This is an optimization exercise on Yosys and OpenROAD, whose aim is small area, a short achievable clock period and few clock cycles, not a production implementation.
At most, simulation tests tie the RTL to the original design; equivalence was not proved.
The RTL of runs 1 to 4 was laid out without a check of its function.

==> flow/design.v, too long to show whole: its modules and the start of the top module <==
// module gcn_sequencer: 27 lines
// module gcn_adjacency: 29 lines
// module gcn_aggregate: 331 lines
// module gcn_transform: 30 lines
// module gcn_wreg: 8 lines
// module gcn_mac: 198 lines
// module gcn_fa: 10 lines
// module gcn_xor2: 7 lines
// module gcn_maj3: 8 lines
// module gcn_ha: 9 lines
// module gcn_argmax: 33 lines
// module gcn_cls: 172 lines
// module gcn_top: 65 lines
module gcn_top (
    input  logic                                      clk,
    input  logic                                      rst_n,
    input  logic                                      start,
    input  logic [6-1:0][3-1:0]    edge_src,
    input  logic [6-1:0][3-1:0]    edge_dst,
    input  logic [6-1:0][5-1:0]    feat_col,
    input  logic [3-1:0][5-1:0]  weight_row,
    output logic                                      feat_re,
    output logic [4-1:0]                    feat_addr,
    output logic [6-1:0][2-1:0]   y,
    output logic                                      done
);
  // ...
==> flow/run.sh <==
#!/bin/bash
# synth_recipe.tcl (not shown) runs the flow's synth.tcl, then flattens the netlist and writes it again
# the make line also repeats each setting of config.mk as NAME=value (left out here)
make -C /OpenROAD-flow-scripts/flow DESIGN_CONFIG=/design/flow/config.mk WORK_HOME=/design/flow/orfs CLKGATE_MAP_FILE= SYNTH_SCRIPT=/design/flow/synth_recipe.tcl finish
==> flow/config.mk <==
export PLATFORM = sky130hd
export DESIGN_NAME = gcn_top
export DESIGN_NICKNAME = gcn_top
export VERILOG_FILES = /design/flow/design.v
export SDC_FILE = /design/flow/constraint.sdc
export NUM_CORES = 4
export LEC_CHECK = 0
export ABC_CLOCK_PERIOD_IN_PS = 3000
export CAP_MARGIN = 20
export CORE_MARGIN = 2
export CORE_UTILIZATION = 40
export CTS_BUF_LIST = sky130_fd_sc_hd__clkbuf_8
export CTS_CLUSTER_DIAMETER = 60
export CTS_CLUSTER_SIZE = 16
export PLACE_DENSITY = 0.75
export SETUP_SLACK_MARGIN = 4.2
export SLEW_MARGIN = 20
export SYNTH_HIERARCHICAL = 1
==> flow/constraint.sdc <==
create_clock -name core_clock -period 7.5 [get_ports {clk}]
set_input_delay 1.5000 -clock core_clock [delete_from_list [all_inputs] [get_ports {clk}]]
set_output_delay 1.5000 -clock core_clock [all_outputs]
set_load 0.01 [all_outputs]
==> flow_summary_export.csv, run 1 <==
group,metric,value,unit
global_route,grt_pass1_wl,176000,um
sta,setup_slack,4.28,ns
drt,drt-met1-wl,48000,um
critical_path,cp_max_fo,5,
global_route,met3_usage,3.21,%
global_route,antenna_found_initial,9,
sta,rsz0062_at_grt,"true",
job,maxCapViolCount,0,
cells_and_area,drive_gt1_share,15.9,%
min_path,hp-class,"register to register",
drt,wl_met2,52400,um
sta,fin_crit_sh,43.0,%
cells_and_area,final_cell_mix,"xor2_1 (780), xnor2_1 (479), dfxtp_1 (320)",
critical_path,crit_chain,"clkdlybuf4s50_1",
sta,fin_crit,3.22,ns
cells_and_area,seq_share,20.1,%
critical_path,crit_path_end,"feat_addr[1]",
cells_and_area,multiInputGateArea,33200,um2
critical_path,crit_buf_inv,1,
clocking,hold_buffers,0,
cells_and_area,nFillCells,10400,
logic_synthesis,syn_inst,4846,
clocking,h-tree-depth,2,
run_status,outcome,"finished clean",
die,nWellTaps,1488,
critical_path,crit_arrival,1.72,ns
cells_and_area,clk_share,2.55,%
critical_path,cp_num_cells,1,
cells_and_area,multi_input_comb_cells,4002,
clocking,cts_made_buffers,52,
sta,tightest_slew,1.04,ns
==> run 2: changes to the inputs <==
--- a/flow/config.mk
+++ b/flow/config.mk
@@ -13,6 +13,6 @@
 export CTS_CLUSTER_DIAMETER = 60
 export CTS_CLUSTER_SIZE = 16
 export PLACE_DENSITY = 0.75
-export SETUP_SLACK_MARGIN = 4.2
+export SETUP_SLACK_MARGIN = 4.4
 export SLEW_MARGIN = 20
 export SYNTH_HIERARCHICAL = 1
==> run 2 against run 1 <==
Effect of this change: still clean on timing, DRC and antenna; first-iteration DRC count grew 23%; wire length grew 11%; clock-buffer cell count down 1; maximum frequency increased by 2.0%; non-clock buffer count rose by 246; via count rose by 6.2%.
==> flow_summary_export.csv, run 2 <==
group,metric,value,unit
drt,wirelength,125000,um
die,io_pins,102,
clocking,cts-root-buf,"clkbuf_8",
sta,fin_crit,3.16,ns
sta,tns,0,ns
drt,drt-met1-wl,50900,um
critical_path,startpoint_type,"register",
drt,first_pass_iters,7,
sta,fin_crit_sh,42.1,%
global_route,grt_pass1_vias,34900,
clocking,cts_tree,"done",
drt,detail-route-antenna-nets,0,
die,placementRows,122,
clocking,cts.path.max_buffers,3,
sta,tightest_slew,0.848,ns
drt,route.detailed.drc,0,
logic_synthesis,syn_inst,4846,
placement,place_area,46200,um2
die,die_area,114000,um2
critical_path,cp_max_fo,7,
critical_path,crit_chain,"buf_4, a22oi_2, xnor2_1, xor2_1, xor2_1, xor2_1, xor2_1, ha_1, a21o_1, a22o_1, a22oi_2, inv_1, ha_1, a21oi_2, xnor2_1",
cells_and_area,stdcell_area,51800,um2
min_path,min-delay-start,"i_agg.wd_r[0]",
run_status,outcome,"finished clean",
cells_and_area,largest_reg_flops,216,
job,maxCapViolCount,0,
global_route,grt.overflow.total,0,
placement,portBuffers,100,
clocking,cts.sink_count,453,
clocking,clock_latency,0.74,ns
global_route,grt_max_degree,27,
placement,place_congestion,0.968,
critical_path,critical_path.slowest_cell,"dfxtp_4",
die,core,111000,um2
sta,rsz0062_at_grt,"true",
drt,vias,37900,
drt,highest_layer,"met5",
cells_and_area,layout_commonest_cell,"xor2_1",
min_path,hp-class,"register to register",
cells_and_area,area_growth,16.1,%
critical_path,crit_arrival,3.78,ns
drt,wl_met3,9760,um
die,die_x,338,um
critical_path,reg2reg_to,"i_xfm.g_node[2].g_cls[2].u_mac.acc[10]",
cells_and_area,drive_gt1_share,23.4,%
logic_synthesis,synth_area,44600,um2
critical_path,r2r_cells,15,
critical_path,critPathRequiredTime,8.12,ns
critical_path,r2r_slack,4.34,ns
drt,first_iter_violations,3161,
critical_path,cp_common_cell,"xor2_1",
critical_path,crit_buf_inv,2,
die,start_util,40.3,%
critical_path,cp_num_cells,15,
drt,drt-vias-per-instance,5.69,
cells_and_area,nets,5517,
drt,wl_met2,57700,um
critical_path,critPathMaxStageDelay,0.39,ns
sta,drv_slew,0,
global_route,grt_pass1_wl,178000,um
cells_and_area,regMostFlops,"i_xfm.g_node.g_cls.u_mac.acc",
critical_path,timing.rr.start,"i_xfm.g_wreg[1].u_wreg.q[16]",
sta,hold_viol_final,0,
die,die_h,338,um
global_route,antenna_found_initial,10,
critical_path,critPathKind,"register to register",
sta,skew,0.0496,ns
cells_and_area,largest_registers,"i_xfm.g_node.g_cls.u_mac.acc (216), i_xfm.g_wreg.u_wreg.q (54), i_agg.agg_sum (48)",
clocking,h-tree-depth,2,
min_path,hold_path_depth,0,
global_route,grt_use_total,19.0,%
logic_synthesis,yosys_warnings,12,
cells_and_area,final_cell_mix,"xor2_1 (742), xnor2_1 (453), dfxtp_1 (313)",
sta,setup_viol,0,
sta,fmax,317,MHz
clocking,cts_made_buffers,54,
clocking,path_clk_slew,0.10,ns
min_path,worstHoldEndpoint,"i_xfm.g_wreg[0].u_wreg.q[0]",
critical_path,crit_family,"XOR/XNOR gates",
critical_path,cp-end-kind,"register",
drt,routedWlPerCell,18.8,um
logic_synthesis,postSynthAreaPerCell,9.20,um2
logic_synthesis,synth_nets,5231,
placement,dpl.hpwl,82200,um
sta,slew_headroom,43.1,%
==> run 2: cell type report <==
type | count | area [um2]
Multi-Input combinational cell | 4002 | 34200
Timing Repair Buffer | 461 | 4060
Tap cell | 1488 | 1860
Antenna cell | 9 | 22.5
Sequential cell | 453 | 9790
Inverter | 160 | 601
Clock inverter | 41 | 480
Fill cell | 9855 | 58900
Clock buffer | 55 | 757
==> run 2: worst register-to-register path: stages, from the launching register on <==
cell	delay, ns
dfxtp_4	0.39
buf_4	0.14
a22oi_2	0.15
xnor2_1	0.19
xor2_1	0.26
xor2_1	0.29
xor2_1	0.31
xor2_1	0.12
ha_1	0.21
a21o_1	0.17
a22o_1	0.20
a22oi_2	0.14
inv_1	0.06
ha_1	0.19
a21oi_2	0.12
xnor2_1	0.12
==> run 2: how the worst max path moves through the flow <==
stage / slack (ns) / from / to
2_1_floorplan: 4.53 / i_xfm.g_node[0].g_cls[1].u_mac.first / i_xfm.g_node[0].g_cls[1].u_mac.acc[10]
3_3_place_gp: 3.88 / edge_dst[17] / i_adj.tri_r[3]
3_5_place_dp: 3.89 / i_xfm.g_wreg[2].u_wreg.q[9] / i_xfm.g_node[5].g_cls[2].u_mac.acc[10]
4_1_cts: 4.30 / i_agg.agg_sum[43] / i_xfm.g_node[5].g_cls[2].u_mac.acc[10]
5_1_grt: 4.18 / i_xfm.g_wreg[1].u_wreg.q[12] / i_xfm.g_node[2].g_cls[2].u_mac.acc[10]
6_report: 4.34 / i_xfm.g_wreg[1].u_wreg.q[16] / i_xfm.g_node[2].g_cls[2].u_mac.acc[10]
==> run 2: metrics by stage <==
stage                     utilization [%]  hold WS, ns  setup slack (ns)  cells
after detailed placement             41.7        0.456              3.89   6226
after global placement               41.7        0.468              3.88   6226
after floorplan                         -        0.410              4.53   4846
final                                46.8        0.445              4.34   6669
after CTS                            43.4        0.466              4.30   6345
after global routing                 46.7        0.485              4.18   6661
==> run 2: per-layer routing <==
metal  vias to the layer above  track usage [%]
met4                         4             8.05
met3                       463             3.03
met1                     18200             23.9
met5                         -                0
li1                      17700                -
met2                      1552             31.9
==> run 2: what timing repair did <==
action	in CTS	in global routing
setup endpoints to repair	113	86
endpoints found under the hold margin	0	0
hold buffers	0	0
pin swaps	1	183
gates resized for setup	219	272
setup buffers	23	311
gates cloned	0	4
==> module gcn_mac, before the edit <==
module gcn_mac (
    input  logic                      clk,
    input  logic                      pre_first,
    input  logic [8-1:0]     agg,
    input  logic [9-1:0]      wd,
    output logic [18-1:0]     acc,
    output logic [3-1:0]    pend
);
    localparam logic [18-1:0] INIT = 18'(90111);
    logic                      first;    
    logic [18-1:0]     acc_in, acc_nxt;
    logic [3-1:0]    pend_in, pend_nxt;
    always_ff @(posedge clk)
        first <= pre_first;
    assign acc_in      = first ? INIT : acc;
    assign pend_in     = first ? '0 : pend;
    assign pend_nxt[0] = 1'b0;
    logic mc_0, mc_1, mc_2, mc_3, mc_4, mc_5, mc_6, mc_7;
    logic mc_8, mc_9, mc_10, mc_11, mc_12, mc_13, mc_14, mc_15;
    logic mc_16, mc_17, mc_18, mc_19, mc_20, mc_21, mc_22, mc_23;
    logic mc_24, mc_25, mc_26, mc_27, mc_28, mc_29, mc_30, mc_31;
    logic mc_32, mc_33, mc_34, mc_35, mc_36, mc_37, mc_38, mc_39;
    logic mc_40, mc_41, mc_42, mc_43, mc_44, mc_45, mc_46, mc_47;
    logic mc_48, mc_49, mc_50, mc_51, mc_52, mc_53, mc_54, mc_55;
    logic mc_56, mc_57, mc_58, mc_59, mc_60, mc_61, mc_62, mc_63;
    logic mc_64, mc_65, mc_66, mc_67, mc_68, mc_69, mc_70, mc_71;
    logic mc_72, mc_73, mc_74, mc_75, mc_76, mc_77, mc_78, mc_79;
    logic mc_80, mc_81, mc_82, mc_83, mc_84, mc_85, mc_86, mc_87;
    logic mc_88, mc_89, mc_90, mc_91, mc_92, mc_93, mc_94, mc_95;
    logic mc_96, mc_97, mc_98, mc_99, mc_100, mc_101, mc_102, mc_103;
    logic mc_104, mc_105, mc_106, mc_107, mc_108, mc_109, mc_110, mc_111;
    logic mc_112, mc_113, mc_114, mc_115, mc_116, mc_117, mc_118, mc_119;
    logic mc_120, mc_121, mc_122, mc_123, mc_124, mc_125, mc_126, mc_127;
    logic mc_128, mc_129, mc_130, mc_131, mc_132, mc_133, mc_134, mc_135;
    logic mc_136, mc_137, mc_138, mc_139, mc_140, mc_141, mc_142, mc_143;
    logic mc_144, mc_145, mc_146, mc_147, mc_148, mc_149, mc_150, mc_151;
    gcn_xor2 u_mc_0 (.a(acc_in[4]), .b(wd[8]), .y(mc_0));
    assign mc_1 = acc_in[4] & wd[8];
    gcn_xor2 u_mc_2 (.a(acc_in[5]), .b((((wd[0] & agg[5]) | (wd[1] & agg[4])) ^ wd[2])), .y(mc_2));
    assign mc_3 = acc_in[5] & (((wd[0] & agg[5]) | (wd[1] & agg[4])) ^ wd[2]);
    gcn_xor2 u_mc_4 (.a(acc_in[6]), .b((((wd[0] & agg[6]) | (wd[1] & agg[5])) ^ wd[2])), .y(mc_4));
    assign mc_5 = acc_in[6] & (((wd[0] & agg[6]) | (wd[1] & agg[5])) ^ wd[2]);
    gcn_xor2 u_mc_6 (.a(acc_in[7]), .b((((wd[0] & agg[7]) | (wd[1] & agg[6])) ^ wd[2])), .y(mc_6));
    assign mc_7 = acc_in[7] & (((wd[0] & agg[7]) | (wd[1] & agg[6])) ^ wd[2]);
    gcn_xor2 u_mc_8 (.a(acc_in[8]), .b((((wd[1] & agg[7])) ^ wd[2])), .y(mc_8));
    assign mc_9 = acc_in[8] & (((wd[1] & agg[7])) ^ wd[2]);
    gcn_xor2 u_mc_10 (.a(acc_in[9]), .b(~wd[2]), .y(mc_10));
    assign mc_11 = acc_in[9] & ~wd[2];
    gcn_xor2 u_mc_12 (.a(acc_in[2]), .b(wd[5]), .y(mc_12));
    assign mc_13 = acc_in[2] & wd[5];
    gcn_xor2 u_mc_14 (.a(acc_in[3]), .b((((wd[0] & agg[3]) | (wd[1] & agg[2])) ^ wd[2])), .y(mc_14));
    assign mc_15 = acc_in[3] & (((wd[0] & agg[3]) | (wd[1] & agg[2])) ^ wd[2]);
    gcn_xor2 u_mc_18 (.a((((wd[0] & agg[4]) | (wd[1] & agg[3])) ^ wd[2])), .b((((wd[3] & agg[2]) | (wd[4] & agg[1])) ^ wd[5])), .y(mc_18));
    gcn_xor2 u_mc_16 (.a(mc_18), .b((((wd[6] & agg[0])) ^ wd[8])), .y(mc_16));
    gcn_maj3 u_mc_17 (.a((((wd[0] & agg[4]) | (wd[1] & agg[3])) ^ wd[2])), .b((((wd[3] & agg[2]) | (wd[4] & agg[1])) ^ wd[5])), .c((((wd[6] & agg[0])) ^ wd[8])), .y(mc_17));
    gcn_xor2 u_mc_21 (.a((((wd[3] & agg[3]) | (wd[4] & agg[2])) ^ wd[5])), .b((((wd[6] & agg[1]) | (wd[7] & agg[0])) ^ wd[8])), .y(mc_21));
    gcn_xor2 u_mc_19 (.a(mc_21), .b(mc_1), .y(mc_19));
    gcn_maj3 u_mc_20 (.a((((wd[3] & agg[3]) | (wd[4] & agg[2])) ^ wd[5])), .b((((wd[6] & agg[1]) | (wd[7] & agg[0])) ^ wd[8])), .c(mc_1), .y(mc_20));
    gcn_xor2 u_mc_24 (.a((((wd[3] & agg[4]) | (wd[4] & agg[3])) ^ wd[5])), .b((((wd[6] & agg[2]) | (wd[7] & agg[1])) ^ wd[8])), .y(mc_24));
    gcn_xor2 u_mc_22 (.a(mc_24), .b(mc_3), .y(mc_22));
    gcn_maj3 u_mc_23 (.a((((wd[3] & agg[4]) | (wd[4] & agg[3])) ^ wd[5])), .b((((wd[6] & agg[2]) | (wd[7] & agg[1])) ^ wd[8])), .c(mc_3), .y(mc_23));
    gcn_xor2 u_mc_27 (.a((((wd[3] & agg[5]) | (wd[4] & agg[4])) ^ wd[5])), .b((((wd[6] & agg[3]) | (wd[7] & agg[2])) ^ wd[8])), .y(mc_27));
    gcn_xor2 u_mc_25 (.a(mc_27), .b(mc_5), .y(mc_25));
    gcn_maj3 u_mc_26 (.a((((wd[3] & agg[5]) | (wd[4] & agg[4])) ^ wd[5])), .b((((wd[6] & agg[3]) | (wd[7] & agg[2])) ^ wd[8])), .c(mc_5), .y(mc_26));
    gcn_xor2 u_mc_30 (.a((((wd[3] & agg[6]) | (wd[4] & agg[5])) ^ wd[5])), .b((((wd[6] & agg[4]) | (wd[7] & agg[3])) ^ wd[8])), .y(mc_30));
    gcn_xor2 u_mc_28 (.a(mc_30), .b(mc_7), .y(mc_28));
    gcn_maj3 u_mc_29 (.a((((wd[3] & agg[6]) | (wd[4] & agg[5])) ^ wd[5])), .b((((wd[6] & agg[4]) | (wd[7] & agg[3])) ^ wd[8])), .c(mc_7), .y(mc_29));
    gcn_xor2 u_mc_33 (.a((((wd[3] & agg[7]) | (wd[4] & agg[6])) ^ wd[5])), .b((((wd[6] & agg[5]) | (wd[7] & agg[4])) ^ wd[8])), .y(mc_33));
    gcn_xor2 u_mc_31 (.a(mc_33), .b(mc_10), .y(mc_31));
    gcn_maj3 u_mc_32 (.a((((wd[3] & agg[7]) | (wd[4] & agg[6])) ^ wd[5])), .b((((wd[6] & agg[5]) | (wd[7] & agg[4])) ^ wd[8])), .c(mc_10), .y(mc_32));
    gcn_xor2 u_mc_36 (.a(acc_in[10]), .b((((wd[4] & agg[7])) ^ wd[5])), .y(mc_36));
    gcn_xor2 u_mc_34 (.a(mc_36), .b((((wd[6] & agg[6]) | (wd[7] & agg[5])) ^ wd[8])), .y(mc_34));
    gcn_maj3 u_mc_35 (.a(acc_in[10]), .b((((wd[4] & agg[7])) ^ wd[5])), .c((((wd[6] & agg[6]) | (wd[7] & agg[5])) ^ wd[8])), .y(mc_35));
    gcn_xor2 u_mc_37 (.a(acc_in[11]), .b(~wd[5]), .y(mc_37));
    assign mc_38 = acc_in[11] & ~wd[5];
    gcn_xor2 u_mc_39 (.a((((wd[0] & agg[2]) | (wd[1] & agg[1])) ^ wd[2])), .b((((wd[3] & agg[0])) ^ wd[5])), .y(mc_39));
    assign mc_40 = (((wd[0] & agg[2]) | (wd[1] & agg[1])) ^ wd[2]) & (((wd[3] & agg[0])) ^ wd[5]);
    gcn_xor2 u_mc_43 (.a((((wd[3] & agg[1]) | (wd[4] & agg[0])) ^ wd[5])), .b(mc_13), .y(mc_43));
    gcn_xor2 u_mc_41 (.a(mc_43), .b(mc_14), .y(mc_41));
    gcn_maj3 u_mc_42 (.a((((wd[3] & agg[1]) | (wd[4] & agg[0])) ^ wd[5])), .b(mc_13), .c(mc_14), .y(mc_42));
    gcn_xor2 u_mc_46 (.a(mc_0), .b(mc_15), .y(mc_46));
    gcn_xor2 u_mc_44 (.a(mc_46), .b(mc_16), .y(mc_44));
    gcn_maj3 u_mc_45 (.a(mc_0), .b(mc_15), .c(mc_16), .y(mc_45));
    gcn_xor2 u_mc_49 (.a(mc_2), .b(mc_17), .y(mc_49));
    gcn_xor2 u_mc_47 (.a(mc_49), .b(mc_19), .y(mc_47));
    gcn_maj3 u_mc_48 (.a(mc_2), .b(mc_17), .c(mc_19), .y(mc_48));
    gcn_xor2 u_mc_52 (.a(mc_4), .b(mc_20), .y(mc_52));
    gcn_xor2 u_mc_50 (.a(mc_52), .b(mc_22), .y(mc_50));
    gcn_maj3 u_mc_51 (.a(mc_4), .b(mc_20), .c(mc_22), .y(mc_51));
    gcn_xor2 u_mc_55 (.a(mc_6), .b(mc_23), .y(mc_55));
    gcn_xor2 u_mc_53 (.a(mc_55), .b(mc_25), .y(mc_53));
    gcn_maj3 u_mc_54 (.a(mc_6), .b(mc_23), .c(mc_25), .y(mc_54));
    gcn_xor2 u_mc_58 (.a(mc_8), .b(mc_26), .y(mc_58));
    gcn_xor2 u_mc_56 (.a(mc_58), .b(mc_28), .y(mc_56));
    gcn_maj3 u_mc_57 (.a(mc_8), .b(mc_26), .c(mc_28), .y(mc_57));
    gcn_xor2 u_mc_61 (.a(mc_9), .b(mc_31), .y(mc_61));
    gcn_xor2 u_mc_59 (.a(mc_61), .b(mc_29), .y(mc_59));
    gcn_maj3 u_mc_60 (.a(mc_9), .b(mc_31), .c(mc_29), .y(mc_60));
    gcn_xor2 u_mc_64 (.a(mc_11), .b(mc_34), .y(mc_64));
    gcn_xor2 u_mc_62 (.a(mc_64), .b(mc_32), .y(mc_62));
    gcn_maj3 u_mc_63 (.a(mc_11), .b(mc_34), .c(mc_32), .y(mc_63));
    gcn_xor2 u_mc_67 (.a((((wd[6] & agg[7]) | (wd[7] & agg[6])) ^ wd[8])), .b(mc_37), .y(mc_67));
    gcn_xor2 u_mc_65 (.a(mc_67), .b(mc_35), .y(mc_65));
    gcn_maj3 u_mc_66 (.a((((wd[6] & agg[7]) | (wd[7] & agg[6])) ^ wd[8])), .b(mc_37), .c(mc_35), .y(mc_66));
    gcn_xor2 u_mc_70 (.a(acc_in[12]), .b((((wd[7] & agg[7])) ^ wd[8])), .y(mc_70));
    gcn_xor2 u_mc_68 (.a(mc_70), .b(mc_38), .y(mc_68));
    gcn_maj3 u_mc_69 (.a(acc_in[12]), .b((((wd[7] & agg[7])) ^ wd[8])), .c(mc_38), .y(mc_69));
    gcn_xor2 u_mc_71 (.a(acc_in[13]), .b(~wd[8]), .y(mc_71));
    assign mc_72 = acc_in[13] & ~wd[8];
    gcn_xor2 u_mc_73 (.a(acc_in[0]), .b((((wd[0] & agg[0])) ^ wd[2])), .y(mc_73));
    assign mc_74 = acc_in[0] & (((wd[0] & agg[0])) ^ wd[2]);
    gcn_xor2 u_mc_75 (.a(acc_in[1]), .b((((wd[0] & agg[1]) | (wd[1] & agg[0])) ^ wd[2])), .y(mc_75));
    assign mc_76 = acc_in[1] & (((wd[0] & agg[1]) | (wd[1] & agg[0])) ^ wd[2]);
    gcn_xor2 u_mc_77 (.a(mc_39), .b(mc_12), .y(mc_77));
    assign mc_78 = mc_39 & mc_12;
    gcn_xor2 u_mc_79 (.a(mc_40), .b(mc_41), .y(mc_79));
    assign mc_80 = mc_40 & mc_41;
    gcn_xor2 u_mc_81 (.a(mc_42), .b(mc_44), .y(mc_81));
    assign mc_82 = mc_42 & mc_44;
    gcn_xor2 u_mc_83 (.a(mc_45), .b(mc_47), .y(mc_83));
    assign mc_84 = mc_45 & mc_47;
    gcn_xor2 u_mc_102 (.a(mc_48), .b(mc_50), .y(mc_102));
    assign mc_103 = mc_48 & mc_50;
    gcn_xor2 u_mc_104 (.a(mc_51), .b(mc_53), .y(mc_104));
    assign mc_105 = mc_51 & mc_53;
    gcn_xor2 u_mc_106 (.a(mc_54), .b(mc_56), .y(mc_106));
    assign mc_107 = mc_54 & mc_56;
    gcn_xor2 u_mc_108 (.a(mc_57), .b(mc_59), .y(mc_108));
    assign mc_109 = mc_57 & mc_59;
    gcn_xor2 u_mc_110 (.a(mc_60), .b(mc_62), .y(mc_110));
    assign mc_111 = mc_60 & mc_62;
    gcn_xor2 u_mc_112 (.a(mc_63), .b(mc_65), .y(mc_112));
    assign mc_113 = mc_63 & mc_65;
    gcn_xor2 u_mc_131 (.a(mc_66), .b(mc_68), .y(mc_131));
    assign mc_132 = mc_66 & mc_68;
    gcn_xor2 u_mc_133 (.a(mc_69), .b(mc_71), .y(mc_133));
    assign mc_134 = mc_69 & mc_71;
    gcn_xor2 u_mc_135 (.a(mc_72), .b(acc_in[14]), .y(mc_135));
    assign mc_136 = mc_72 & acc_in[14];
    assign mc_85 = mc_74 | (mc_73 & wd[2]);
    assign mc_86 = mc_78 | (mc_77 & mc_76);
    assign mc_87 = mc_77 & mc_75;
    assign mc_88 = mc_82 | (mc_81 & mc_80);
    assign mc_89 = mc_81 & mc_79;
    assign mc_90 = mc_76 | (mc_75 & mc_85);
    assign mc_91 = mc_75 & 1'b0;
    assign mc_92 = mc_86 | (mc_87 & mc_85);
    assign mc_93 = mc_87 & 1'b0;
    assign mc_94 = mc_84 | (mc_83 & mc_88);
    assign mc_95 = mc_83 & mc_89;
    assign mc_96 = mc_80 | (mc_79 & mc_92);
    assign mc_97 = mc_79 & mc_93;
    assign mc_98 = mc_88 | (mc_89 & mc_92);
    assign mc_99 = mc_89 & mc_93;
    assign mc_100 = mc_94 | (mc_95 & mc_92);
    assign mc_101 = mc_95 & mc_93;
    assign acc_nxt[5:0] = {(mc_83 ^ mc_98), (mc_81 ^ mc_96), (mc_79 ^ mc_92), (mc_77 ^ mc_90), (mc_75 ^ mc_85), (mc_73 ^ wd[2])};
    assign pend_nxt[1] = mc_100;
    assign mc_114 = mc_103 | (mc_102 & pend_in[1]);
    assign mc_115 = mc_107 | (mc_106 & mc_105);
    assign mc_116 = mc_106 & mc_104;
    assign mc_117 = mc_111 | (mc_110 & mc_109);
    assign mc_118 = mc_110 & mc_108;
    assign mc_119 = mc_105 | (mc_104 & mc_114);
    assign mc_120 = mc_104 & 1'b0;
    assign mc_121 = mc_115 | (mc_116 & mc_114);
    assign mc_122 = mc_116 & 1'b0;
    assign mc_123 = mc_113 | (mc_112 & mc_117);
    assign mc_124 = mc_112 & mc_118;
    assign mc_125 = mc_109 | (mc_108 & mc_121);
    assign mc_126 = mc_108 & mc_122;
    assign mc_127 = mc_117 | (mc_118 & mc_121);
    assign mc_128 = mc_118 & mc_122;
    assign mc_129 = mc_123 | (mc_124 & mc_121);
    assign mc_130 = mc_124 & mc_122;
    assign acc_nxt[11:6] = {(mc_112 ^ mc_127), (mc_110 ^ mc_125), (mc_108 ^ mc_121), (mc_106 ^ mc_119), (mc_104 ^ mc_114), (mc_102 ^ pend_in[1])};
    assign pend_nxt[2] = mc_129;
    assign mc_137 = mc_132 | (mc_131 & pend_in[2]);
    assign mc_138 = mc_136 | (mc_135 & mc_134);
    assign mc_139 = mc_135 & mc_133;
    assign mc_140 = acc_in[16] & acc_in[15];
    assign mc_141 = mc_134 | (mc_133 & mc_137);
    assign mc_142 = mc_133 & 1'b0;
    assign mc_143 = mc_138 | (mc_139 & mc_137);
    assign mc_144 = mc_139 & 1'b0;
    assign mc_145 = acc_in[17] & mc_140;
    assign mc_146 = acc_in[15] & mc_143;
    assign mc_147 = acc_in[15] & mc_144;
    assign mc_148 = mc_140 & mc_143;
    assign mc_149 = mc_140 & mc_144;
    assign mc_150 = mc_145 & mc_143;
    assign mc_151 = mc_145 & mc_144;
    assign acc_nxt[17:12] = {(acc_in[17] ^ mc_148), (acc_in[16] ^ mc_146), (acc_in[15] ^ mc_143), (mc_135 ^ mc_141), (mc_133 ^ mc_137), (mc_131 ^ pend_in[2])};
    always_ff @(posedge clk) begin
        acc  <= acc_nxt;
        pend <= pend_nxt;
    end
endmodule
==> run 3: changes to the inputs <==
--- a/flow/design.v
+++ b/flow/design.v
@@ -463,6 +463,9 @@
     logic mc_128, mc_129, mc_130, mc_131, mc_132, mc_133, mc_134, mc_135;
     logic mc_136, mc_137, mc_138, mc_139, mc_140, mc_141, mc_142, mc_143;
     logic mc_144, mc_145, mc_146, mc_147, mc_148, mc_149, mc_150, mc_151;
+    logic mc_152, mc_153, mc_154, mc_155, mc_156, mc_157, mc_158, mc_159;
+    logic mc_160, mc_161, mc_162, mc_163, mc_164, mc_165, mc_166, mc_167;
+    logic mc_168, mc_169;
     gcn_xor2 u_mc_0 (.a(acc_in[4]), .b(wd[8]), .y(mc_0));
     assign mc_1 = acc_in[4] & wd[8];
     gcn_xor2 u_mc_2 (.a(acc_in[5]), .b((((wd[0] & agg[5]) | (wd[1] & agg[4])) ^ wd[2])), .y(mc_2));
@@ -548,24 +551,24 @@
     assign mc_82 = mc_42 & mc_44;
     gcn_xor2 u_mc_83 (.a(mc_45), .b(mc_47), .y(mc_83));
     assign mc_84 = mc_45 & mc_47;
-    gcn_xor2 u_mc_102 (.a(mc_48), .b(mc_50), .y(mc_102));
-    assign mc_103 = mc_48 & mc_50;
-    gcn_xor2 u_mc_104 (.a(mc_51), .b(mc_53), .y(mc_104));
-    assign mc_105 = mc_51 & mc_53;
-    gcn_xor2 u_mc_106 (.a(mc_54), .b(mc_56), .y(mc_106));
-    assign mc_107 = mc_54 & mc_56;
-    gcn_xor2 u_mc_108 (.a(mc_57), .b(mc_59), .y(mc_108));
-    assign mc_109 = mc_57 & mc_59;
-    gcn_xor2 u_mc_110 (.a(mc_60), .b(mc_62), .y(mc_110));
-    assign mc_111 = mc_60 & mc_62;
-    gcn_xor2 u_mc_112 (.a(mc_63), .b(mc_65), .y(mc_112));
-    assign mc_113 = mc_63 & mc_65;
-    gcn_xor2 u_mc_131 (.a(mc_66), .b(mc_68), .y(mc_131));
-    assign mc_132 = mc_66 & mc_68;
-    gcn_xor2 u_mc_133 (.a(mc_69), .b(mc_71), .y(mc_133));
-    assign mc_134 = mc_69 & mc_71;
-    gcn_xor2 u_mc_135 (.a(mc_72), .b(acc_in[14]), .y(mc_135));
-    assign mc_136 = mc_72 & acc_in[14];
+    gcn_xor2 u_mc_108 (.a(mc_48), .b(mc_50), .y(mc_108));
+    assign mc_109 = mc_48 & mc_50;
+    gcn_xor2 u_mc_110 (.a(mc_51), .b(mc_53), .y(mc_110));
+    assign mc_111 = mc_51 & mc_53;
+    gcn_xor2 u_mc_112 (.a(mc_54), .b(mc_56), .y(mc_112));
+    assign mc_113 = mc_54 & mc_56;
+    gcn_xor2 u_mc_114 (.a(mc_57), .b(mc_59), .y(mc_114));
+    assign mc_115 = mc_57 & mc_59;
+    gcn_xor2 u_mc_116 (.a(mc_60), .b(mc_62), .y(mc_116));
+    assign mc_117 = mc_60 & mc_62;
+    gcn_xor2 u_mc_118 (.a(mc_63), .b(mc_65), .y(mc_118));
+    assign mc_119 = mc_63 & mc_65;
+    gcn_xor2 u_mc_143 (.a(mc_66), .b(mc_68), .y(mc_143));
+    assign mc_144 = mc_66 & mc_68;
+    gcn_xor2 u_mc_145 (.a(mc_69), .b(mc_71), .y(mc_145));
+    assign mc_146 = mc_69 & mc_71;
+    gcn_xor2 u_mc_147 (.a(mc_72), .b(acc_in[14]), .y(mc_147));
+    assign mc_148 = mc_72 & acc_in[14];
     assign mc_85 = mc_74 | (mc_73 & wd[2]);
     assign mc_86 = mc_78 | (mc_77 & mc_76);
     assign mc_87 = mc_77 & mc_75;
@@ -583,43 +586,61 @@
     assign mc_99 = mc_89 & mc_93;
     assign mc_100 = mc_94 | (mc_95 & mc_92);
     assign mc_101 = mc_95 & mc_93;
-    assign acc_nxt[5:0] = {(mc_83 ^ mc_98), (mc_81 ^ mc_96), (mc_79 ^ mc_92), (mc_77 ^ mc_90), (mc_75 ^ mc_85), (mc_73 ^ wd[2])};
+    gcn_xor2 u_mc_102 (.a(mc_73), .b(wd[2]), .y(mc_102));
+    gcn_xor2 u_mc_103 (.a(mc_75), .b(mc_85), .y(mc_103));
+    gcn_xor2 u_mc_104 (.a(mc_77), .b(mc_90), .y(mc_104));
+    gcn_xor2 u_mc_105 (.a(mc_79), .b(mc_92), .y(mc_105));
+    gcn_xor2 u_mc_106 (.a(mc_81), .b(mc_96), .y(mc_106));
+    gcn_xor2 u_mc_107 (.a(mc_83), .b(mc_98), .y(mc_107));
+    assign acc_nxt[5:0] = {mc_107, mc_106, mc_105, mc_104, mc_103, mc_102};
     assign pend_nxt[1] = mc_100;
-    assign mc_114 = mc_103 | (mc_102 & pend_in[1]);
-    assign mc_115 = mc_107 | (mc_106 & mc_105);
-    assign mc_116 = mc_106 & mc_104;
-    assign mc_117 = mc_111 | (mc_110 & mc_109);
-    assign mc_118 = mc_110 & mc_108;
-    assign mc_119 = mc_105 | (mc_104 & mc_114);
-    assign mc_120 = mc_104 & 1'b0;
-    assign mc_121 = mc_115 | (mc_116 & mc_114);
-    assign mc_122 = mc_116 & 1'b0;
-    assign mc_123 = mc_113 | (mc_112 & mc_117);
-    assign mc_124 = mc_112 & mc_118;
-    assign mc_125 = mc_109 | (mc_108 & mc_121);
-    assign mc_126 = mc_108 & mc_122;
-    assign mc_127 = mc_117 | (mc_118 & mc_121);
-    assign mc_128 = mc_118 & mc_122;
-    assign mc_129 = mc_123 | (mc_124 & mc_121);
-    assign mc_130 = mc_124 & mc_122;
-    assign acc_nxt[11:6] = {(mc_112 ^ mc_127), (mc_110 ^ mc_125), (mc_108 ^ mc_121), (mc_106 ^ mc_119), (mc_104 ^ mc_114), (mc_102 ^ pend_in[1])};
-    assign pend_nxt[2] = mc_129;
-    assign mc_137 = mc_132 | (mc_131 & pend_in[2]);
-    assign mc_138 = mc_136 | (mc_135 & mc_134);
-    assign mc_139 = mc_135 & mc_133;
-    assign mc_140 = acc_in[16] & acc_in[15];
-    assign mc_141 = mc_134 | (mc_133 & mc_137);
-    assign mc_142 = mc_133 & 1'b0;
-    assign mc_143 = mc_138 | (mc_139 & mc_137);
-    assign mc_144 = mc_139 & 1'b0;
-    assign mc_145 = acc_in[17] & mc_140;
-    assign mc_146 = acc_in[15] & mc_143;
-    assign mc_147 = acc_in[15] & mc_144;
-    assign mc_148 = mc_140 & mc_143;
-    assign mc_149 = mc_140 & mc_144;
-    assign mc_150 = mc_145 & mc_143;
-    assign mc_151 = mc_145 & mc_144;
-    assign acc_nxt[17:12] = {(acc_in[17] ^ mc_148), (acc_in[16] ^ mc_146), (acc_in[15] ^ mc_143), (mc_135 ^ mc_141), (mc_133 ^ mc_137), (mc_131 ^ pend_in[2])};
+    assign mc_120 = mc_109 | (mc_108 & pend_in[1]);
+    assign mc_121 = mc_113 | (mc_112 & mc_111);
+    assign mc_122 = mc_112 & mc_110;
+    assign mc_123 = mc_117 | (mc_116 & mc_115);
+    assign mc_124 = mc_116 & mc_114;
+    assign mc_125 = mc_111 | (mc_110 & mc_120);
+    assign mc_126 = mc_110 & 1'b0;
+    assign mc_127 = mc_121 | (mc_122 & mc_120);
+    assign mc_128 = mc_122 & 1'b0;
+    assign mc_129 = mc_119 | (mc_118 & mc_123);
+    assign mc_130 = mc_118 & mc_124;
+    assign mc_131 = mc_115 | (mc_114 & mc_127);
+    assign mc_132 = mc_114 & mc_128;
+    assign mc_133 = mc_123 | (mc_124 & mc_127);
+    assign mc_134 = mc_124 & mc_128;
+    assign mc_135 = mc_129 | (mc_130 & mc_127);
+    assign mc_136 = mc_130 & mc_128;
+    gcn_xor2 u_mc_137 (.a(mc_108), .b(pend_in[1]), .y(mc_137));
+    gcn_xor2 u_mc_138 (.a(mc_110), .b(mc_120), .y(mc_138));
+    gcn_xor2 u_mc_139 (.a(mc_112), .b(mc_125), .y(mc_139));
+    gcn_xor2 u_mc_140 (.a(mc_114), .b(mc_127), .y(mc_140));
+    gcn_xor2 u_mc_141 (.a(mc_116), .b(mc_131), .y(mc_141));
+    gcn_xor2 u_mc_142 (.a(mc_118), .b(mc_133), .y(mc_142));
+    assign acc_nxt[11:6] = {mc_142, mc_141, mc_140, mc_139, mc_138, mc_137};
+    assign pend_nxt[2] = mc_135;
+    assign mc_149 = mc_144 | (mc_143 & pend_in[2]);
+    assign mc_150 = mc_148 | (mc_147 & mc_146);
+    assign mc_151 = mc_147 & mc_145;
+    assign mc_152 = acc_in[16] & acc_in[15];
+    assign mc_153 = mc_146 | (mc_145 & mc_149);
+    assign mc_154 = mc_145 & 1'b0;
+    assign mc_155 = mc_150 | (mc_151 & mc_149);
+    assign mc_156 = mc_151 & 1'b0;
+    assign mc_157 = acc_in[17] & mc_152;
+    assign mc_158 = acc_in[15] & mc_155;
+    assign mc_159 = acc_in[15] & mc_156;
+    assign mc_160 = mc_152 & mc_155;
+    assign mc_161 = mc_152 & mc_156;
+    assign mc_162 = mc_157 & mc_155;
+    assign mc_163 = mc_157 & mc_156;
+    gcn_xor2 u_mc_164 (.a(mc_143), .b(pend_in[2]), .y(mc_164));
+    gcn_xor2 u_mc_165 (.a(mc_145), .b(mc_149), .y(mc_165));
+    gcn_xor2 u_mc_166 (.a(mc_147), .b(mc_153), .y(mc_166));
+    gcn_xor2 u_mc_167 (.a(acc_in[15]), .b(mc_155), .y(mc_167));
+    gcn_xor2 u_mc_168 (.a(acc_in[16]), .b(mc_158), .y(mc_168));
+    gcn_xor2 u_mc_169 (.a(acc_in[17]), .b(mc_160), .y(mc_169));
+    assign acc_nxt[17:12] = {mc_169, mc_168, mc_167, mc_166, mc_165, mc_164};
     always_ff @(posedge clk) begin
         acc  <= acc_nxt;
         pend <= pend_nxt;
--- a/flow/config.mk
+++ b/flow/config.mk
@@ -13,6 +13,6 @@
 export CTS_CLUSTER_DIAMETER = 60
 export CTS_CLUSTER_SIZE = 16
 export PLACE_DENSITY = 0.75
-export SETUP_SLACK_MARGIN = 4.4
+export SETUP_SLACK_MARGIN = 4.3
 export SLEW_MARGIN = 20
 export SYNTH_HIERARCHICAL = 1
==> run 3 against run 2 <==
Effect of this change: maximum frequency rose by 0.52%; final cell count down 4.2%; design area down 7.7%; sequential cell count did not move; critical endpoint is now feat_addr[3]; sequential share of layout area increased by 1.4 points; synthesized cell count up 0.99%; via count down 6.9%.
==> flow_summary_export.csv, run 3 <==
group,metric,value,unit
placement,place_congestion,0.950,
critical_path,cp-end-kind,"output pin",
critical_path,critPathMaxStageDelay,0.53,ns
global_route,grt_use_total,19.4,%
critical_path,crit_arrival,1.64,ns
logic_synthesis,syn_inst,4894,
sta,setup_viol,0,
critical_path,critPathKind,"register to output pin",
placement,dp_slack,3.77,ns
die,placementRows,122,
sta,setup_slack,4.36,ns
logic_synthesis,yosys_warnings,12,
cells_and_area,area_growth,7.59,%
die,die_x,337,um
cells_and_area,final_cell_mix,"xor2_1 (982), xnor2_1 (397), dfxtp_1 (315)",
drt,detail-route-antenna-nets,0,
drt,route.detailed.drc,0,
drt,wl_met2,51500,um
critical_path,crit_family,"buffers and inverters",
clocking,cts.path.max_buffers,3,
cells_and_area,largest_reg_flops,216,
cells_and_area,utilization,43.3,%
critical_path,critPathRequiredTime,6.00,ns
job,maxCapViolCount,0,
logic_synthesis,synth_area,44400,um2
sta,rsz0062_at_grt,"false",
placement,place_area,46000,um2
global_route,grt_max_degree,29,
clocking,h-tree-depth,2,
logic_synthesis,postSynthAreaPerCell,9.07,um2
sta,tightest_slew,1.05,ns
drt,drt-vias-per-instance,5.53,
die,io_pins,102,
run_status,outcome,"finished clean",
clocking,path_clk_slew,0.10,ns
die,die_h,337,um
global_route,grt_pass1_wl,180000,um
clocking,clock_latency,0.74,ns
drt,vias,35300,
drt,drt-met1-wl,48500,um
sta,drv_slew,0,
critical_path,critical_path.slowest_cell,"clkdlybuf4s50_1",
placement,portBuffers,100,
sta,hold_viol_final,0,
cells_and_area,stdcell_area,47700,um2
global_route,grt.overflow.total,0,
sta,fin_crit,3.14,ns
min_path,hp-class,"register to register",
drt,highest_layer,"met5",
critical_path,cp_max_fo,2,
cells_and_area,regMostFlops,"i_xfm.g_node.g_cls.u_mac.acc",
drt,first_iter_violations,2316,
clocking,hold_buffers,0,
die,core,110000,um2
global_route,antenna_found_initial,13,
clocking,cts_tree,"done",
cells_and_area,nets,5129,
critical_path,crit_chain,"clkdlybuf4s50_1",
die,start_util,40.2,%
cells_and_area,largest_registers,"i_xfm.g_node.g_cls.u_mac.acc (216), i_xfm.g_wreg.u_wreg.q (54), i_agg.agg_sum (48)",
clocking,cts.sink_count,453,
drt,wl_met3,8010,um
drt,routedWlPerCell,17.7,um
placement,dpl.hpwl,85100,um
drt,wirelength,113000,um
sta,fmax,318,MHz
sta,slew_headroom,29.5,%
drt,first_pass_iters,6,
logic_synthesis,synth_nets,5171,
sta,fin_crit_sh,41.9,%
cells_and_area,layout_commonest_cell,"xor2_1",
critical_path,crit_buf_inv,1,
sta,skew,0.0563,ns
sta,tns,0,ns
die,die_area,114000,um2
clocking,cts_made_buffers,52,
cells_and_area,drive_gt1_share,17.4,%
global_route,grt_pass1_vias,34900,
clocking,cts-root-buf,"clkbuf_8",
critical_path,startpoint_type,"register",
-- run 3: final timing paths --
path                                     start                     endpoint  slack [ns]  cells past startpoint
worst min register to register   i_agg.wd_r[0]  i_xfm.g_wreg[1].u_wreg.q[0]        0.43                      0
worst min-delay path             i_agg.wd_r[0]  i_xfm.g_wreg[1].u_wreg.q[0]        0.43                      0
worst max-delay path              i_seq.cnt[3]                 feat_addr[3]        4.36                      1
min in group asynchronous                rst_n                i_argmax.done        0.99                      1
max in group asynchronous                rst_n                 i_seq.cnt[3]        6.28                      1
worst max register to register  i_adj.tri_r[8]            i_agg.agg_sum[20]        4.40                      9
-- run 3: repair_timing --
action	in CTS	in global routing
gates cloned	0	0
resized for setup	73	144
pin swaps	0	9
endpoints found under the setup margin	72	73
setup buffers	4	11
-- run 3: per-layer routing --
layer  vias up  track usage (%)
li1      17100                -
met1     16900             24.1
met2      1033             31.9
met3       290             4.08
met4        16             9.18
met5         -                0
-- run 3: area by class of cell --
cell class	instances	area, um2
Clock inverter	38	454
Multi-Input combinational cell	4074	33100
Fill cell	10600	62600
Clock buffer	57	785
Timing Repair Buffer	135	1310
Sequential cell	453	9690
Antenna cell	6	15.0
Inverter	136	510
Tap cell	1488	1860
-- run 3: per-stage QoR --
stage | hold slack [ns] | cells
CTS | 0.440 | 6370
finish | 0.434 | 6387
global placement | 0.444 | 6271
detailed placement | 0.432 | 6271
global route | 0.434 | 6384
floorplan | 0.410 | 4894
==> run 4: changes to the inputs <==
--- a/flow/config.mk
+++ b/flow/config.mk
@@ -13,6 +13,6 @@
 export CTS_CLUSTER_DIAMETER = 60
 export CTS_CLUSTER_SIZE = 16
 export PLACE_DENSITY = 0.75
-export SETUP_SLACK_MARGIN = 4.3
+export SETUP_SLACK_MARGIN = 4.5
 export SLEW_MARGIN = 20
 export SYNTH_HIERARCHICAL = 1
==> run 4 against run 3 <==
Effect of this change: highest routed layer unchanged; final cell count increased by 3.0%; core utilization is 2.2 points higher; clock skew increased by 0.0016 ns.
==> flow_summary_export.csv, run 4 <==
group,metric,value,unit
global_route,grt.overflow.total,0,
global_route,grt_pass1_vias,34900,
die,die_h,337,um
placement,place_area,46000,um2
clocking,clock_latency,0.75,ns
global_route,grt-busiest-layer,"met2",
cells_and_area,largest_reg_flops,216,
cells_and_area,stdcell_count,6578,
sta,skew,0.0579,ns
critical_path,startpoint_type,"register",
die,die_area,114000,um2
placement,portBuffers,100,
drt,drt-vias-per-instance,5.59,
cells_and_area,regMostFlops,"i_xfm.g_node.g_cls.u_mac.acc",
placement,dpl.hpwl,85100,um
die,placementRows,122,
critical_path,critical_path.slowest_cell,"dfxtp_4",
critical_path,cp_max_fo,9,
critical_path,cp-end-kind,"register",
drt,routedWlPerCell,18.7,um
clocking,hold_buffers,0,
drt,vias,36700,
sta,setup_slack,4.51,ns
drt,detail-route-antenna-nets,0,
global_route,met1_usage,24.3,%
cells_and_area,area_growth,13.0,%
global_route,antenna_found_initial,14,
sta,fin_crit_sh,39.9,%
sta,fmax,334,MHz
sta,drv_slew,0,
cells_and_area,largest_registers,"i_xfm.g_node.g_cls.u_mac.acc (216), i_xfm.g_wreg.u_wreg.q (54), i_agg.agg_sum (48)",
global_route,grt_max_degree,29,
die,die_x,337,um
critical_path,crit_arrival,3.62,ns
drt,route.detailed.drc,0,
cells_and_area,layout_commonest_cell,"xor2_1",
sta,rsz0062_at_grt,"true",
clocking,h-tree-depth,2,
sta,slew_headroom,22.0,%
drt,wirelength,123000,um
sta,tightest_slew,1.16,ns
cells_and_area,final_cell_mix,"xor2_1 (953), xnor2_1 (387), dfxtp_1 (314)",
drt,first_iter_violations,2394,
cells_and_area,nFillCells,10200,
placement,placed_cells,6271,
critical_path,crit_chain,"buf_4, a22oi_1, xnor2_1, maj3_2, maj3_2, xor2_1, a22o_1, a22o_1, a22o_1, and3_1, xor2_1",
sta,hold_viol_final,0,
job,maxCapViolCount,0,
global_route,met3_usage,4.00,%
placement,place_congestion,0.950,
global_route,grt_use_met2,32.2,%
min_path,hp-class,"register to register",
global_route,grt_use_total,19.5,%
critical_path,critPathMaxStageDelay,0.46,ns
critical_path,crit_buf_inv,1,
logic_synthesis,synth_nets,5171,
clocking,cts_tree,"done",
drt,first_pass_iters,9,
logic_synthesis,synth_area,44400,um2
critical_path,crit_family,"compound AO/OA/AOI/OAI gates",
clocking,cts_made_buffers,52,
cells_and_area,stdcell_area,50200,um2
sta,tns,0,ns
cells_and_area,drive_gt1_share,22.7,%
sta,whs,0.432,ns
die,io_pins,102,
logic_synthesis,syn_inst,4894,
die,start_util,40.2,%
logic_synthesis,postSynthAreaPerCell,9.07,um2
clocking,path_clk_slew,0.10,ns
critical_path,cp_common_cell,"a22o_1",
clocking,cts-root-buf,"clkbuf_8",
critical_path,critPathKind,"register to register",
global_route,grt_pass1_wl,181000,um
sta,setup_viol,0,
logic_synthesis,yosys_warnings,12,
critical_path,critPathRequiredTime,8.12,ns
die,core,110000,um2
clocking,cts.sink_count,453,
run_status,outcome,"finished clean",
cells_and_area,nets,5322,
placement,dp_slack,3.77,ns
clocking,cts.path.max_buffers,3,
sta,fin_crit,2.99,ns
run 4: cell types whose count changed in the layout (fill, tap and decap cells not counted), moves of 13 or more:
| cell | previous run | this run |
|---|---|---|
| a22oi_1 | 264 | 242 |
| dlygate4sd2_1 | 2 | 15 |
| clkdlybuf4s50_1 | 94 | 80 |
| o21ai_2 | 9 | 24 |
| dfxtp_2 | 44 | 7 |
| a22oi_2 | 12 | 34 |
| xor2_2 | 4 | 33 |
| buf_4 | 25 | 187 |
| dfxtp_4 | 55 | 93 |
| xor2_1 | 982 | 953 |
| buf_12 | 0 | 13 |
run 4: final cells by class:
| class | instances | area (um2) | area share [%] |
|---|---|---|---|
| multi-input cells | 4074 | 33800 | 67.4 |
| flip-flops and latches | 453 | 9790 | 19.5 |
| repair buffers | 328 | 2960 | 5.90 |
| well taps | 1488 | 1860 | 3.71 |
| clock buffers | 57 | 785 | 1.56 |
| inverters | 136 | 510 | 1.02 |
| clock inverters | 38 | 454 | 0.905 |
| diodes | 4 | 10.0 | 0.0200 |
run 4: routing by layer:
layer / up-vias / part of all wire [%]
met4: 20 / 5.2
met1: 17600 / 41
met2: 1259 / 46
li1: 17500 / -
met5: - / 0.099
met3: 373 / 7.8
run 4: per-stage QoR:
step | util [%]
finish | 45.5
global route | 45.5
CTS | 43.1
detailed placement | 41.6
global placement | 41.6
floorplan | -
run 4: what timing repair did:
| action | in CTS | in global routing |
|---|---|---|
| hold endpoints to repair | 0 | 0 |
| pin swaps | 5 | 121 |
| cloned | 0 | 0 |
| setup buffers | 16 | 192 |
| gates resized for setup | 183 | 262 |
| setup endpoints to repair | 145 | 103 |
run 4: worst reg2reg max path, cell delays in order (launching register included):
cell     delay, ns
dfxtp_4       0.46
buf_4         0.24
a22oi_1       0.13
xnor2_1       0.17
maj3_2        0.35
maj3_2        0.34
xor2_1        0.17
a22o_1        0.22
a22o_1        0.24
a22o_1        0.22
and3_1        0.20
xor2_1        0.15
run 4: worst paths after layout:
path | startpoint | to | slack [ns] | cells after the start
max | i_xfm.g_wreg[2].u_wreg.q[15] | i_xfm.g_node[4].g_cls[2].u_mac.acc[17] | 4.51 | 11
min | i_agg.wd_r[0] | i_xfm.g_wreg[1].u_wreg.q[0] | 0.43 | 0
max reg2reg | i_xfm.g_wreg[2].u_wreg.q[15] | i_xfm.g_node[4].g_cls[2].u_mac.acc[17] | 4.51 | 11
min reg2reg | i_agg.wd_r[0] | i_xfm.g_wreg[1].u_wreg.q[0] | 0.43 | 0
max in group asynchronous | rst_n | i_seq.cnt[3] | 6.28 | 1
min in group asynchronous | rst_n | i_argmax.done | 0.98 | 1
==> module gcn_adjacency, before the edit <==
module gcn_adjacency (
    input  logic                                      clk,
    input  logic                                      accept,
    input  logic [6-1:0][3-1:0]    edge_src,
    input  logic [6-1:0][3-1:0]    edge_dst,
    output logic [6-1:0][6-1:0]     adj
);
    logic [6-1:0][6-1:0] tri_nxt, tri_r;
    always_comb begin
        tri_nxt = '0;
        for (int e = 0; e < 6; e++)
            for (int i = 0; i < 6; i++)
                for (int j = i; j < 6; j++)
                    if ((edge_src[e] == 3'(i + 1) && edge_dst[e] == 3'(j + 1)) ||
                        (edge_src[e] == 3'(j + 1) && edge_dst[e] == 3'(i + 1)))
                        tri_nxt[i][j] = 1'b1;
    end
    always_ff @(posedge clk) begin
        for (int i = 0; i < 6; i++)
            for (int j = i; j < 6; j++)
                if (accept)
                    tri_r[i][j] <= tri_nxt[i][j];
    end
    always_comb begin
        for (int i = 0; i < 6; i++)
            for (int j = 0; j < 6; j++)
                adj[i][j] = (i <= j) ? tri_r[i][j] : tri_r[j][i];
    end
endmodule
==> run 5: changes to the inputs <==
--- a/flow/design.v
+++ b/flow/design.v
@@ -34,15 +34,18 @@
     input  logic [6-1:0][3-1:0]    edge_dst,
     output logic [6-1:0][6-1:0]     adj
 );
+    logic [6-1:0][6-1:0] src_oh, dst_oh;
     logic [6-1:0][6-1:0] tri_nxt, tri_r;
+    for (genvar e = 0; e < 6; e++) begin : g_edge
+        gcn_id_dec u_src (.id(edge_src[e]), .oh(src_oh[e]));
+        gcn_id_dec u_dst (.id(edge_dst[e]), .oh(dst_oh[e]));
+    end
     always_comb begin
         tri_nxt = '0;
         for (int e = 0; e < 6; e++)
             for (int i = 0; i < 6; i++)
                 for (int j = i; j < 6; j++)
-                    if ((edge_src[e] == 3'(i + 1) && edge_dst[e] == 3'(j + 1)) ||
-                        (edge_src[e] == 3'(j + 1) && edge_dst[e] == 3'(i + 1)))
-                        tri_nxt[i][j] = 1'b1;
+                    tri_nxt[i][j] = tri_nxt[i][j] | (src_oh[e][i] & dst_oh[e][j]) | (src_oh[e][j] & dst_oh[e][i]);
     end
     always_ff @(posedge clk) begin
         for (int i = 0; i < 6; i++)
@@ -56,6 +59,14 @@
                 adj[i][j] = (i <= j) ? tri_r[i][j] : tri_r[j][i];
     end
 endmodule
+module gcn_id_dec (
+    input  logic [3-1:0] id,
+    output logic [6-1:0]  oh
+);
+    always_comb
+        for (int i = 0; i < 6; i++)
+            oh[i] = (id == 3'(i + 1));
+endmodule
 `timescale 1ns/1ps
 module gcn_aggregate (
     input  logic                                      clk,
==> run 5 against run 4 <==
Effect of this change: synthesized cell count shrank 3.6%; worst hold slack got worse by 0.0046 ns; first-iteration DRC count increased by 17%; largest cell class unchanged.
==> flow_summary_export.csv, run 5 <==
group,metric,value,unit
run_status,outcome,"finished clean",
critical_path,critPathKind,"register to register",
clocking,cts_tree,"done",
sta,setup_viol,0,
die,die_area,112000,um2
sta,fmax,333,MHz
sta,fin_crit_sh,40.1,%
logic_synthesis,postSynthAreaPerCell,9.23,um2
clocking,path_clk_slew,0.11,ns
clocking,clock_latency,0.77,ns
global_route,grt_pass1_vias,34600,
logic_synthesis,syn_inst,4716,
min_path,hp-class,"register to register",
logic_synthesis,synth_nets,4993,
die,core,108000,um2
clocking,hold_buffers,0,
sta,tns,0,ns
sta,drv_slew,0,
die,start_util,40.2,%
die,io_pins,102,
sta,hold_viol_final,0,
sta,slew_headroom,21.4,%
drt,routedWlPerCell,18.5,um
sta,skew,0.0375,ns
critical_path,cp_max_fo,8,
clocking,cts.sink_count,453,
clocking,cts_made_buffers,58,
critical_path,startpoint_type,"register",
drt,route.detailed.drc,0,
cells_and_area,largest_registers,"i_xfm.g_node.g_cls.u_mac.acc (216), i_xfm.g_wreg.u_wreg.q (54), i_agg.agg_sum (48)",
clocking,cts.path.max_buffers,3,
sta,rsz0062_at_grt,"true",
job,maxCapViolCount,0,
die,placementRows,121,
sta,tightest_slew,1.18,ns
die,die_h,334,um
drt,detail-route-antenna-nets,0,
drt,vias,35800,
global_route,grt_use_total,19.3,%
drt,first_iter_violations,2792,
cells_and_area,area_growth,13.3,%
cells_and_area,layout_commonest_cell,"xor2_1",
die,die_x,334,um
critical_path,crit_arrival,3.66,ns
global_route,grt.overflow.total,0,
cells_and_area,final_cell_mix,"xor2_1 (957), xnor2_1 (375), dfxtp_1 (318)",
drt,wirelength,117000,um
logic_synthesis,yosys_warnings,13,
critical_path,cp-end-kind,"register",
drt,first_pass_iters,6,
sta,fin_crit,3.01,ns
global_route,grt_max_degree,29,
global_route,grt_pass1_wl,178000,um
cells_and_area,nets,5157,
placement,dpl.hpwl,80900,um
cells_and_area,largest_reg_flops,216,
cells_and_area,utilization,45.5,%
cells_and_area,drive_gt1_share,23.4,%
critical_path,critPathRequiredTime,8.15,ns
placement,place_congestion,0.953,
drt,drt-vias-per-instance,5.64,
placement,portBuffers,100,
clocking,h-tree-depth,2,
clocking,cts-root-buf,"clkbuf_8",
global_route,antenna_found_initial,6,
logic_synthesis,synth_area,43500,um2
cells_and_area,regMostFlops,"i_xfm.g_node.g_cls.u_mac.acc",
-- run 5: layout make-up --
class | instances | area, um2
clock buffer | 60 | 826
sequential | 453 | 9770
fill | 9983 | 59000
inverter | 132 | 495
antenna | 1 | 2.50
clock inverter | 47 | 552
multi-input combinational | 3939 | 33200
tap | 1414 | 1770
timing repair buffer | 296 | 2710
-- run 5: final timing paths --
check	start	to	slack (ns)	cells after the start
min reg2reg	i_agg.wd_r[6]	i_xfm.g_wreg[1].u_wreg.q[9]	0.43	0
max in group asynchronous	rst_n	i_seq.cnt[2]	6.26	1
min in group asynchronous	rst_n	i_seq.cnt[4]	0.98	1
max reg2reg	i_xfm.g_wreg[1].u_wreg.q[3]	i_xfm.g_node[2].g_cls[1].u_mac.pend[2]	4.49	11
min	i_agg.wd_r[6]	i_xfm.g_wreg[1].u_wreg.q[9]	0.43	0
max	i_xfm.g_wreg[1].u_wreg.q[3]	i_xfm.g_node[2].g_cls[1].u_mac.pend[2]	4.49	11
-- run 5: layer usage --
| metal | track usage (%) | share of wire (%) |
|---|---|---|
| met1 | 24.7 | 43 |
| met3 | 3.31 | 7.0 |
| met4 | 7.11 | 3.3 |
| met5 | 0 | 0.023 |
| met2 | 32.6 | 47 |
-- run 5: critical path: stages (launching register included) --
cell and delay, ns:
dfxtp_4 0.46, buf_4 0.25, a22oi_1 0.14, xnor2_1 0.34, xor2_1 0.21, xor2_1 0.13, maj3_2 0.37, xor2_2 0.21
a32o_1 0.29, a22oi_1 0.19, o21ai_2 0.10, a22o_1 0.20
-- run 5: through the flow --
stage               instance area, um2  worst slack, ns  instances  hold WS [ns]
floorplan                        43500             4.57       4716         0.410
global placement                 45300             3.86       6058         0.454
detailed placement               45300             3.87       6059         0.442
CTS                              47200             4.46       6190         0.453
global route                     49400             4.36       6342         0.449
finish                           49400             4.49       6342         0.427
-- run 5: what timing repair did --
item	in CTS	in global routing
buffers inserted	24	151
gates resized for setup	191	246
endpoints found under the setup margin	145	89
pin swaps	2	96
cloned	0	0
Testbench counts of run 5, summed over its fixed seeds: cycles 8,064.
==> run 6: changes to the inputs <==
--- a/flow/config.mk
+++ b/flow/config.mk
@@ -13,6 +13,6 @@
 export CTS_CLUSTER_DIAMETER = 60
 export CTS_CLUSTER_SIZE = 16
 export PLACE_DENSITY = 0.75
-export SETUP_SLACK_MARGIN = 4.5
+export SETUP_SLACK_MARGIN = 4.3
 export SLEW_MARGIN = 20
 export SYNTH_HIERARCHICAL = 1
==> run 6 against run 5 <==
Effect of this change: global-route usage down 0.095 points; clock skew down 0.0056 ns; maximum frequency decreased by 3.2%; worst hold slack improved by 0.019 ns; critical endpoint is now y[11]; core utilization shrank 2.0 points; synthesized cell count unchanged.
==> flow_summary_export.csv, run 6 <==
group,metric,value,unit
global_route,grt-busiest-layer,"met2",
global_route,grt_use_total,19.3,%
clocking,clock_latency,0.77,ns
cells_and_area,utilization,43.6,%
placement,place_congestion,0.953,
critical_path,cp-end-kind,"output pin",
critical_path,crit_arrival,1.61,ns
min_path,hp-class,"register to register",
drt,drt-vias-per-instance,5.62,
die,placementRows,121,
sta,fmax,322,MHz
clocking,cts_tree,"done",
placement,dpl.hpwl,80900,um
drt,first_pass_iters,6,
placement,portBuffers,100,
critical_path,critPathRequiredTime,6.00,ns
sta,fin_crit,3.11,ns
die,io_pins,102,
sta,rsz0062_at_grt,"false",
clocking,cts.sink_count,453,
cells_and_area,area_growth,8.49,%
global_route,met1_usage,24.9,%
die,start_util,40.2,%
global_route,grt.overflow.total,0,
sta,hold_viol_final,0,
critical_path,critPathMaxStageDelay,0.53,ns
global_route,antenna_found_initial,6,
logic_synthesis,yosys_warnings,13,
critical_path,crit_family,"buffers and inverters",
drt,vias,34800,
sta,skew,0.0319,ns
critical_path,cp_max_fo,1,
drt,route.detailed.drc,0,
sta,drv_slew,0,
critical_path,critPathKind,"register to output pin",
cells_and_area,layout_commonest_cell,"xor2_1",
cells_and_area,drive_gt1_share,18.6,%
die,die_x,334,um
global_route,grt_max_degree,29,
logic_synthesis,synth_nets,4993,
cells_and_area,regMostFlops,"i_xfm.g_node.g_cls.u_mac.acc",
cells_and_area,largest_reg_flops,216,
clocking,path_clk_slew,0.10,ns
cells_and_area,nets,5001,
sta,whs,0.447,ns
clocking,h-tree-depth,2,
clocking,cts.path.max_buffers,3,
die,die_area,112000,um2
global_route,grt_pass1_wl,178000,um
die,core,108000,um2
sta,slew_headroom,20.0,%
critical_path,crit_chain,"clkdlybuf4s50_1",
drt,routedWlPerCell,17.9,um
die,die_h,334,um
logic_synthesis,postSynthAreaPerCell,9.23,um2
global_route,met3_usage,2.95,%
drt,detail-route-antenna-nets,0,
global_route,grt_use_met2,32.6,%
critical_path,critical_path.slowest_cell,"clkdlybuf4s50_1",
sta,tns,0,ns
logic_synthesis,synth_area,43500,um2
logic_synthesis,syn_inst,4716,
clocking,cts_made_buffers,58,
critical_path,crit_buf_inv,1,
job,maxCapViolCount,0,
cells_and_area,final_cell_mix,"xor2_1 (976), xnor2_1 (387), dfxtp_1 (318)",
sta,fin_crit_sh,41.4,%
drt,wirelength,111000,um
clocking,hold_buffers,0,
run_status,outcome,"finished clean",
critical_path,startpoint_type,"register",
global_route,grt_pass1_vias,34400,
sta,setup_viol,0,
drt,first_iter_violations,2583,
sta,tightest_slew,1.20,ns
cells_and_area,largest_registers,"i_xfm.g_node.g_cls.u_mac.acc (216), i_xfm.g_wreg.u_wreg.q (54), i_agg.agg_sum (48)",
clocking,cts-root-buf,"clkbuf_8",
[run 6: area by class of cell]
class,instances,area (um2)
antenna,5,12.5
clock buffer,60,826
clock inverter,47,552
fill,10300,61200
inverter,132,495
multi-input combinational,3939,32600
sequential,453,9670
tap,1414,1770
timing repair buffer,140,1370
[run 6: through the flow]
stage | cell area [um2] | worst slack, ns | cells
2_1_floorplan | 43500 | 4.57 | 4716
3_3_place_gp | 45300 | 3.86 | 6058
3_5_place_dp | 45300 | 3.87 | 6059
4_1_cts | 46800 | 4.30 | 6168
5_1_grt | 47200 | 4.26 | 6186
6_report | 47200 | 4.39 | 6190
[run 6: worst paths after layout]
check                                from                          end  slack, ns  depth (start not counted)
max in group asynchronous           rst_n                 i_seq.cnt[2]       6.25                          1
hold / removal              i_agg.wd_r[6]  i_xfm.g_wreg[1].u_wreg.q[9]       0.45                          0
min in group asynchronous           rst_n                 i_seq.cnt[4]       0.99                          1
setup / recovery           i_argmax.y[11]                        y[11]       4.39                          1
hold reg to reg             i_agg.wd_r[6]  i_xfm.g_wreg[1].u_wreg.q[9]       0.45                          0
setup reg to reg           i_adj.tri_r[8]            i_agg.agg_sum[20]       4.40                          9
[run 6: timing repair]
action,4_1_cts,5_1_grt
endpoints found under the setup margin,66,68
setup buffers,2,17
pin swaps,0,12
resized for setup,72,135
[run 6: routing by layer]
layer / vias up / wire length [um]
li1: 16700 / -
met1: 16800 / 48200
met2: 1101 / 51500
met3: 227 / 7690
met4: 4 / 3320
met5: - / 27

[static timing again, ports no longer ideal]
Ports are ideal in the flow. The routed layouts listed here were re-timed in OpenROAD. Step 1 sets driving cells, clkbuf_16 on the clock port and buf_2 on the other inputs (assumed; they add their load-dependent delay and slew). Step 2 moves the port delays by t, midway between the first and last clock arrival at a register: inputs arrive t later, outputs are due t later. That takes back most of the time a late clock gives input paths. a / b / c = ideal ports / drivers / drivers and shift; a / b = the first two.
| run | shift t [ns] | setup slack, ns | cell pins on the clock port's net |
|---|---|---|---|
| run 1 | 0.774 | 4.278 / 4.206 / 3.744 | 1 |
| run 2 | 0.778 | 4.342 / 4.342 / 3.835 | 1 |
| run 3 | 0.778 | 4.358 / 4.293 / 3.634 | 1 |
| run 4 | 0.784 | 4.508 / 4.489 / 3.815 | 1 |
| run 5 | 0.824 | 4.493 / 4.493 / 3.788 | 1 |
| run 6 | 0.817 | 4.393 / 4.325 / 3.787 | 1 |
After both steps every run listed still meets setup and hold. The setup slack of run 3, which loses most, moves by -0.065 ns with the drivers and by -0.724 ns with both steps.
